This design comes from an exercise in tuning for small area, a short achievable clock period and few clock cycles per item on the open sky130 flow, not from production work.
Function was checked by simulation only, so behaviour that the tests miss may differ from the original.
Power figures rest on the tool's default switching activity, not on a simulated workload.

## flow/design.v

```verilog
`timescale 1ns/1ns
package mipsPkg;
    typedef enum logic [5:0] {
        OP_SPECIAL  = 6'b000000,
        OP_SPECIAL2 = 6'b011100,
        OP_ADDI     = 6'b001000,
        OP_ORI      = 6'b001101,
        OP_LUI      = 6'b001111
    } opcodeE;
    typedef enum logic [5:0] {
        FN_SLL  = 6'b000000,
        FN_MFHI = 6'b010000,
        FN_MTHI = 6'b010001,
        FN_MFLO = 6'b010010,
        FN_MTLO = 6'b010011,
        FN_MULT = 6'b011000,
        FN_DIV  = 6'b011010,
        FN_ADD  = 6'b100000,
        FN_SUB  = 6'b100010
    } funcE;
    typedef enum logic [5:0] {
        FN2_MADD = 6'b000000,
        FN2_MSUB = 6'b000100
    } func2E;
    typedef enum logic [1:0] {
        PH_IDLE, PH_RS, PH_EX
    } phaseE;
endpackage
`timescale 1ns/1ns
module instrDecode (
    input  logic [32-1:0]     ir,
    output logic                       isAdd,
    output logic                       isSub,
    output logic                       isSll,
    output logic                       isMfhi,
    output logic                       isMflo,
    output logic                       isMthi,
    output logic                       isMtlo,
    output logic                       isMult,
    output logic                       isDiv,
    output logic                       isMadd,
    output logic                       isMsub,
    output logic                       isAddi,
    output logic                       isOri,
    output logic                       isLui,
    output logic                       writesReg,
    output logic                       usesHiLo,
    output logic [5-1:0] destReg
);
    logic [5:0] op;
    logic [5:0] fn;
    logic       sp;
    logic       sp2;
    assign op  = ir[31:26];
    assign fn  = ir[5:0];
    assign sp  = (op == mipsPkg::OP_SPECIAL);
    assign sp2 = (op == mipsPkg::OP_SPECIAL2);
    assign isAdd  = sp && (fn == mipsPkg::FN_ADD);
    assign isSub  = sp && (fn == mipsPkg::FN_SUB);
    assign isSll  = sp && (fn == mipsPkg::FN_SLL);
    assign isMfhi = sp && (fn == mipsPkg::FN_MFHI);
    assign isMflo = sp && (fn == mipsPkg::FN_MFLO);
    assign isMthi = sp && (fn == mipsPkg::FN_MTHI);
    assign isMtlo = sp && (fn == mipsPkg::FN_MTLO);
    assign isMult = sp && (fn == mipsPkg::FN_MULT);
    assign isDiv  = sp && (fn == mipsPkg::FN_DIV);
    assign isMadd = sp2 && (fn == mipsPkg::FN2_MADD);
    assign isMsub = sp2 && (fn == mipsPkg::FN2_MSUB);
    assign isAddi = (op == mipsPkg::OP_ADDI);
    assign isOri  = (op == mipsPkg::OP_ORI);
    assign isLui  = (op == mipsPkg::OP_LUI);
    assign writesReg = isAdd || isSub || isSll || isMfhi || isMflo || isAddi || isOri || isLui;
    assign usesHiLo  = isMfhi || isMflo || isMthi || isMtlo || isMult || isDiv || isMadd || isMsub;
    assign destReg   = sp ? ir[15:11] : ir[20:16];
endmodule
`timescale 1ns/1ns
module regFile (
    input  logic                       clk,
    input  logic                       clear,
    input  logic [5-1:0] rdAddr,
    output logic [32-1:0]     rdData,
    input  logic                       wrEn,
    input  logic [5-1:0] wrAddr,
    input  logic [32-1:0]     wrData
);
    logic [32-1:0] regs [32];
    logic [32-1:0] wrValue;
    assign wrValue = clear ? '0 : wrData;
    always_ff @(posedge clk)
    begin
        for (int i = 0; i < 32; i++)
            if (clear || (wrEn && wrAddr == i[5-1:0]))
                regs[i] <= wrValue;
    end
    assign rdData = regs[rdAddr];
endmodule
`timescale 1ns/1ns
module bkAdd #(
    parameter int W = 32,
    parameter int L = 5     
) (
    input  logic [W-1:0] a,
    input  logic [W-1:0] b,
    input  logic         ci,
    output logic [W-1:0] s
);
    always_comb
    begin
        logic [W-1:0] g;
        logic [W-1:0] p;
        logic [W-1:0] gg;
        logic [W-1:0] pp;
        g = a & b;
        p = a ^ b;
        gg = g;
        pp = p;
        gg[0] = g[0] | (p[0] & ci);
        for (int l = 0; l < L; l++)
            for (int i = 0; i < W; i++)
                if (((i + 1) % (2 << l)) == 0)
                begin
                    gg[i] = gg[i] | (pp[i] & gg[i - (1 << l)]);
                    pp[i] = pp[i] & pp[i - (1 << l)];
                end
        for (int l = L - 2; l >= 0; l--)
            for (int i = 0; i < W; i++)
                if (((i + 1) % (2 << l)) == (1 << l) && i >= (2 << l))
                begin
                    gg[i] = gg[i] | (pp[i] & gg[i - (1 << l)]);
                    pp[i] = pp[i] & pp[i - (1 << l)];
                end
        s[0] = p[0] ^ ci;
        for (int i = 1; i < W; i++)
            s[i] = p[i] ^ gg[i-1];
    end
endmodule
module aluExecute (
    input  logic [2*32-1:0] acc,
    input  logic [32-1:0]   bop,
    input  logic [7:0]               aByte,
    input  logic [1:0]               k,
    input  logic                     sub,
    output logic [2*32-1:0] sum
);
    logic [32+7:0]   pp;
    logic [2*32-1:0] x;
    assign pp  = bop * aByte;
    assign x   = {24'b0, pp} << {k, 3'b000};
    bkAdd #(.W(2*32), .L(6)) uAdd (
        .a  (acc),
        .b  (x ^ {(2*32){sub}}),
        .ci (sub),
        .s  (sum)
    );
endmodule
`timescale 1ns/1ns
module hiLoResult #(
    parameter int ROWS = 4
) (
    input  logic [2*32-1:0] rqIn,
    input  logic [32-1:0]   divisor,
    output logic [2*32-1:0] rqOut
);
    localparam int DW = 32;
    logic [2*DW-1:0] rq [ROWS+1];
    assign rq[0] = rqIn;
    for (genvar j = 0; j < ROWS; j++)
    begin : gRow
        logic [DW:0] part;
        logic [DW:0] diff;
        logic        ge;
        assign part = {rq[j][2*DW-1:DW], rq[j][DW-1]};
        bkAdd #(.W(DW+1), .L(6)) uSub (
            .a  (part),
            .b  ({1'b1, ~divisor}),
            .ci (1'b1),
            .s  (diff)
        );
        assign ge = part[DW] | ~diff[DW];
        assign rq[j+1] = ge ? {diff[DW-1:0], rq[j][DW-2:0], 1'b1}
                            : {part[DW-1:0], rq[j][DW-2:0], 1'b0};
    end
    assign rqOut = rq[ROWS];
endmodule
`timescale 1ns/1ns
module mipsCore (
    input  logic                       clk,
    input  logic                       reset,
    input  logic                       instrReq,
    input  logic [32-1:0]     instr,
    output logic                       instrAck,
    output logic                       wbValid,
    output logic [5-1:0] wbReg,
    output logic [32-1:0]     wbData
);
    localparam int DW = 32;
    mipsPkg::phaseE phase;
    logic           resetQ;    
    logic [DW-1:0]  ir;
    logic [DW-1:0]  opA;       
    logic [DW-1:0]  opB;       
    logic [DW-1:0]  hi;
    logic [DW-1:0]  lo;
    logic           mulBusy;
    logic           mulSub;
    logic [1:0]     mulStep;
    logic           divBusy;
    logic           divZero;
    logic [2:0]     divStep;
    logic isAdd, isSub, isSll, isMfhi, isMflo, isMthi, isMtlo;
    logic isMult, isDiv, isMadd, isMsub, isAddi, isOri, isLui;
    logic writesReg, usesHiLo;
    logic [5-1:0] destReg;
    instrDecode uDecode (
        .ir        (ir),
        .isAdd     (isAdd),
        .isSub     (isSub),
        .isSll     (isSll),
        .isMfhi    (isMfhi),
        .isMflo    (isMflo),
        .isMthi    (isMthi),
        .isMtlo    (isMtlo),
        .isMult    (isMult),
        .isDiv     (isDiv),
        .isMadd    (isMadd),
        .isMsub    (isMsub),
        .isAddi    (isAddi),
        .isOri     (isOri),
        .isLui     (isLui),
        .writesReg (writesReg),
        .usesHiLo  (usesHiLo),
        .destReg   (destReg)
    );
    logic reqHiLo;
    logic canStart;
    logic inEx;
    logic exGo;
    logic isMul;
    instrDecode uReqDecode (
        .ir        (instr),
        .isAdd     (),
        .isSub     (),
        .isSll     (),
        .isMfhi    (),
        .isMflo    (),
        .isMthi    (),
        .isMtlo    (),
        .isMult    (),
        .isDiv     (),
        .isMadd    (),
        .isMsub    (),
        .isAddi    (),
        .isOri     (),
        .isLui     (),
        .writesReg (),
        .usesHiLo  (reqHiLo),
        .destReg   ()
    );
    assign canStart = (phase == mipsPkg::PH_IDLE) && (!mulBusy || mulStep[1])
                      && !(reqHiLo && divBusy && divStep <= 3'd5);
    assign inEx  = (phase == mipsPkg::PH_EX);
    assign exGo  = inEx;
    assign isMul = isMult || isMadd || isMsub;
    logic [5-1:0] rdAddr;
    logic [DW-1:0]              rdData;
    logic [DW-1:0]              result;
    assign rdAddr = inEx ? ir[20:16] : ir[25:21];
    regFile uRegFile (
        .clk    (clk),
        .clear  (resetQ),
        .rdAddr (rdAddr),
        .rdData (rdData),
        .wrEn   (exGo && writesReg),
        .wrAddr (destReg),
        .wrData (result)
    );
    logic [15:0]     imm;
    logic [2*DW-1:0] acc;
    logic [DW-1:0]   bop;
    logic [7:0]      aByte;
    logic [1:0]      k;
    logic            sub;
    logic [2*DW-1:0] sum;
    assign imm = ir[15:0];
    always_comb
    begin
        if (mulBusy)
        begin
            acc = {hi, lo};
            bop = opB;
            aByte = opA[8*mulStep +: 8];
            k = mulStep;
            sub = mulSub;
        end
        else
        begin
            acc = '0;
            bop = rdData;
            aByte = 8'd1;
            k = 2'd0;
            sub = isSub || isMsub;
            if (isMul)
                aByte = opA[7:0];
            if (isMadd || isMsub)
                acc = {hi, lo};
            if (isAdd || isSub || isAddi)
                acc = {{DW{1'b0}}, opA};
            if (isOri)
                acc = {{DW{1'b0}}, opA & ~{16'b0, imm}};
            if (isAddi)
                bop = {{16{imm[15]}}, imm};
            if (isOri || isLui)
                bop = {16'b0, imm};
            if (isLui)
                k = 2'd2;
            if (isSll)
            begin
                aByte = 8'd1 << ir[6+2:6];
                k = ir[10:6+3];
            end
        end
    end
    aluExecute uExecute (
        .acc   (acc),
        .bop   (bop),
        .aByte (aByte),
        .k     (k),
        .sub   (sub),
        .sum   (sum)
    );
    logic            divShort;
    logic            divisorZero;
    logic [2*DW-1:0] divOut;
    logic [DW:0]     ltChain;   
    assign divisorZero = (rdData == '0);
    assign ltChain[0] = 1'b0;
    for (genvar i = 0; i < DW; i++)
    begin : gLt
        logic a;
        assign a = (i < DW - 4) ? opA[i+4] : 1'b0;
        assign ltChain[i+1] = (~a & rdData[i]) | (~(a ^ rdData[i]) & ltChain[i]);
    end
    assign divShort = divisorZero || ltChain[DW];
    hiLoResult uResult (
        .rqIn    ({hi, lo}),
        .divisor (opB),
        .rqOut   (divOut)
    );
    always_comb
    begin
        if (isMfhi)
            result = hi;
        else if (isMflo)
            result = lo;
        else
            result = sum[DW-1:0];
    end
    always_ff @(posedge clk)
    begin
        resetQ <= reset;
        if (reset)
        begin
            phase <= mipsPkg::PH_IDLE;
            instrAck <= 1'b0;
            wbValid <= 1'b0;
            mulBusy <= 1'b0;
            divBusy <= 1'b0;
        end
        else
        begin
            instrAck <= instrReq && (instrAck || canStart);
            wbValid <= exGo && writesReg;
            case (phase)
                mipsPkg::PH_IDLE: if (instrReq && !instrAck && canStart) phase <= mipsPkg::PH_RS;
                mipsPkg::PH_RS:   phase <= mipsPkg::PH_EX;
                default:          phase <= mipsPkg::PH_IDLE;
            endcase
            if (mulBusy)
            begin
                mulStep <= mulStep + 2'd1;
                if (mulStep == 2'd3)
                    mulBusy <= 1'b0;
            end
            else if (exGo && isMul)
            begin
                mulBusy <= 1'b1;
                mulStep <= 2'd1;
                mulSub <= isMsub;
            end
            if (divBusy)
            begin
                divStep <= divStep + 3'd1;
                if (divStep == 3'd7)
                    divBusy <= 1'b0;
            end
            else if (exGo && isDiv)
            begin
                divBusy <= 1'b1;
                divStep <= divShort ? 3'd7 : 3'd0;
                divZero <= divisorZero;
            end
        end
    end
    always_ff @(posedge clk)
    begin
        ir <= instr;
        if (phase == mipsPkg::PH_RS)
            opA <= rdData;
        if (exGo && (isMul || isDiv))
            opB <= rdData;
        wbReg <= destReg;
        wbData <= result;
    end
    always_ff @(posedge clk)
    begin
        if (resetQ)
        begin
            hi <= '0;
            lo <= '0;
        end
        else if (mulBusy || (exGo && isMul))
        begin
            {hi, lo} <= sum;
        end
        else if (divBusy)
        begin
            hi <= divOut[2*DW-1:DW];
            lo <= divOut[DW-1:0] | {DW{divZero}};
        end
        else if (exGo && isDiv)
        begin
            {hi, lo} <= divShort ? {4'b0, opA, 28'b0} : {{DW{1'b0}}, opA};
        end
        else if (exGo && isMthi)
        begin
            hi <= opA;
        end
        else if (exGo && isMtlo)
        begin
            lo <= opA;
        end
    end
endmodule
```

## flow/flow/run.sh

```bash
#!/bin/bash
# The standard layout, with faster port buffers than buffer_ports picks by
# default (the ports still get one buffer each).
set -euo pipefail
export BUFFER_PORTS_ARGS="-buffer_cell sky130_fd_sc_hd__buf_4"
bash standard.sh > standard_flow.log 2>&1
```

## flow/standard.sh

```bash
#!/bin/bash
# synth_recipe.tcl (not shown) runs the flow's synth.tcl, then flattens the netlist and writes it again
# the make line also repeats each setting of config.mk as NAME=value (left out here)
make -C /OpenROAD-flow-scripts/flow DESIGN_CONFIG=/design/flow/config.mk WORK_HOME=/design/flow/orfs CLKGATE_MAP_FILE= SYNTH_SCRIPT=/design/flow/synth_recipe.tcl "${@:-finish}"
```

## flow/config.mk

```make
export PLATFORM = sky130hd
export DESIGN_NAME = mipsCore
export DESIGN_NICKNAME = mipsCore
export VERILOG_FILES = /design/flow/design.v
export SDC_FILE = /design/flow/constraint.sdc
export NUM_CORES = 4
export LEC_CHECK = 0
export CAP_MARGIN = 30
export CORE_MARGIN = 2
export CORE_UTILIZATION = 45
export CTS_CLUSTER_DIAMETER = 150
export CTS_CLUSTER_SIZE = 20
export PLACE_DENSITY = 0.65
export SLEW_MARGIN = 30
```

## flow/constraint.sdc

```tcl
create_clock -name core_clock -period 100.0 [get_ports {clk}]
set_input_delay 20.0000 -clock core_clock [delete_from_list [all_inputs] [get_ports {clk}]]
set_output_delay 20.0000 -clock core_clock [all_outputs]
set_load 0.01 [all_outputs]
```

==> flow_summary.yaml <==
status:
  status: "no timing/DRC/antenna violations"
detailed_routing:
  wire_per_inst_um: 33.4
  ant_nets: 0
  wl_um: 258000
  drt_iter0_markers: 7803
  drc_errors: 0
  via_count: 51569
  drt-pass1-iter-count: 9
  via_per_inst: 6.66
yosys:
  synth_nets: 6242
  syn_avg_cell_area_sq_um: 12.0
  ys.warnings.count: 7
  synth_edf_count: 1095
  ys_async_sr_fraction_pct: 0
  synthTopCellsByArea: "edfxtp_1, fa_1, ha_1"
  synth_cell_types: 92
  synthFlopType: "edfxtp_1"
  synth_top_area_share_pct: 48.6
  yosysTopAreaCell: "edfxtp_1"
  netlist_instances: 5656
  synth_area_sq_um: 67700
  ys_ff_latch: 1235
  ys_seq_area_share_pct: 52.7
critical_path:
  path_depth: 1
  path_buf_inv: 1
  startpoint_type: "register"
  critPathRequiredTime_ns: 80.00
  cpPeakStageDelay_ns: 0.48
  cp_top_family: "flip-flops"
  crit_type: "register to output pin"
  crit_arrival_ns: 1.41
  crit_path_max_fanout: 1
  worstPathCellList: "buf_4"
  worst_setup_path_end_kind: "output pin"
  r2r_cells: 51
  crit_slowest_cell: "dfxtp_1"
floorplan:
  die_w_um: 392
  ioPinCount: 74
  rows: 142
  start_util_pct: 45.2
  fp.dieArea_sq_um: 154000
  die_y_um: 392
  core_area_sq_um: 150000
sta:
  worst_clock_skew_ns: 0.0878
  fin_crit_sh_pct: 21.4
  period_needed_ns: 21.41
  hold_viol: 0
  fin_setup_tns_ns: 0
  relSlewSlack_pct: 28.1
  drv_slew: 0
  fmax_ghz: 0.0467
  worst_pin_slew_ns: 1.08
  hold_ws_ns: 0.458
  setup_viol: 0
  rsz0062_at_grt: "no"
placed_design:
  gp_congestion: 1.02
  dpl-instance-area_sq_um: 71500
  dp.cells: 7622
  portBuffers: 73
  dp_hpwl_um: 169000
cts:
  clockBufferDepth: 3
  holdBufCountCts: 0
  cts_buffers: 73
  clkLatencyLatePin_ns: 0.75
  post_cts_resize_count: 0
  cts_tree: "yes"
  cts_sinks: 1235
  cts_setup_buffers: 0
  path_clk_slew_ns: 0.09
  htreeDepth: 3
  clockRootBuffer: "clkbuf_16"
global_route:
  gr-total-overflow: 0
  antenna_found_initial: 13
  grt_max_degree: 66
  grt_usage_pct: 33.2
  grt_pass1_vias: 48862
  grt_first_pass_wirelength_um: 363000
finish:
  mostFrequentLayoutCells: "edfxtp_1, nand2_1, inv_1, a22oi_1, fa_1"
  finalNonFillerCells: 7744
  final_common_cell: "edfxtp_1"
  fill_cells: 13229
  area_growth_syn_to_layout_pct: 8.91
  finalInstanceArea_sq_um: 73700
  drive_gt1_share_pct: 9.58
  num-nets-final: 6269
min_path:
  holdCritPathClass: "register to register"
  hold_depth: 1
flow_run:
  drv_cap: 0
pwr:
  switching_share_pct: 31.5
  pwr_density_cell_nw_per_um2: 17.1
  pwr-share-clk_pct: 25.4
  share_comb_of_total_power_pct: 20.9
  p_int_mw: 0.864
  vdd_drop_max_mv: 0.0183
  p_switching_mw: 0.398
  leakagePower_nw: 28.0
  total_power_mw: 1.26
  seqPwrFrac_pct: 53.7
## final timing paths
kind                         startpoint                     to  slack, ns
setup / recovery     wbValid$_SDFF_PP0_                wbValid      78.59
hold / removal      instrAck$_SDFF_PP0_  phase[0]$_SDFFE_PP0P_       0.46
setup reg to reg  phase[1]$_SDFFE_PP0P_    hi[31]$_SDFFE_PP0P_      83.80
hold reg to reg     instrAck$_SDFF_PP0_  phase[0]$_SDFFE_PP0P_       0.46
## power groups by stage
stage	Combinational [mW]	Clock [mW]	Sequential, mW
after global routing	0.272	0.338	0.682
after global placement	0.246	0	0.685
after detailed placement	0.250	0	0.688
final	0.263	0.321	0.678
after CTS	0.251	0.320	0.676
after floorplan	0.128	0	0.682
## cells in the mapped netlist, types with 30 or more instances
library cell,number
o22ai_1,77
nor2_1,287
nand3_1,61
a221oi_1,101
fa_1,276
o21ai_1,36
mux2_2,47
a21o_1,116
inv_1,318
ha_1,275
dfxtp_1,140
edfxtp_1,1095
buf_2,33
nand4_1,44
nor3_1,92
o21ai_0,221
mux2i_1,111
nand2b_1,30
and2_1,84
o21a_1,50
nand2_1,551
nor2b_1,58
a22o_1,83
a211oi_1,31
xnor2_1,112
a22oi_1,288
buf_1,40
a21oi_1,265
clkbuf_1,211
xor2_1,77
## per-layer routing
metal | global-route usage, % | routed length [um] | part of all wire, % | up-vias
met2 | 50.0 | 112000 | 43 | 4019
met3 | 7.04 | 32700 | 13 | 849
li1 | - | - | - | 21269
met4 | 22.6 | 21300 | 8.3 | 4
met1 | 43.1 | 92200 | 36 | 25428
met5 | 0 | 33 | 0.013 | -
## through the flow
| stage | setup WS [ns] | util (%) |
|---|---|---|
| after detailed placement | 78.92 | 47.8 |
| after CTS | 78.62 | 49.2 |
| final | 78.59 | 49.3 |
| after floorplan | 79.19 | - |
| after global placement | 78.81 | 47.7 |
| after global routing | 78.60 | 49.3 |
## layout make-up
type / count / area [sq um] / area share, %
repair buffers: 247 / 1890 / 2.56
well taps: 2016 / 2520 / 3.42
multi-input cells: 3807 / 30200 / 41.0
inverters: 319 / 1200 / 1.62
clock buffers: 102 / 1940 / 2.63
clock inverters: 12 / 213 / 0.289
flip-flops and latches: 1235 / 35700 / 48.4
diodes: 6 / 15.0 / 0.0204
## flip-flops by register name (all words and copies together) (netlist names), 2 cells and up
signal	cells
lo	32
divStep	3
wbReg	5
ir	32
mulStep	2
phase	2
hi	32
opB	32
uRegFile.regs	1024
opA	32
wbData	32
## kinds of logic (layout without fill, tap and decap cells)
group / count (synthesis) / count (layout) / synth area share (%)
simple gates: 1326 / 1326 / 9.04
fa+ha+maj: 551 / 551 / 13.2
compound gates: 1573 / 1573 / 16.3
flops: 1235 / 1235 / 52.7
mux: 168 / 168 / 2.73
other cells: 0 / 6 / 0
xor+xnor: 189 / 189 / 2.45
buf+inv: 614 / 680 / 3.54
Testbench counts, summed over its fixed seeds: cycles 19,253, instrs 4,800.

-- separate check: timing with driven ports --
How much do the figures lean on ideal ports? The routed layout below was timed once more, with nothing changed but the port constraints. Step 1 sets driving cells, clkbuf_16 on the clock port and buf_2 on the other inputs (assumed; they add their load-dependent delay and slew). Step 2 also shifts input and output timing later by t, the mid clock arrival at the registers, as if the neighbouring blocks saw the same clock. a / b / c = ideal ports / drivers / drivers and shift; a / b = the first two.
t (ns): 0.777
setup slack, ns: 78.594 / 78.523 / 78.926
cell pins on the clock port's net: 1
After both steps this run still meets setup and hold. The setup slack of this run moves by -0.071 ns with the drivers and by +0.332 ns with both steps.
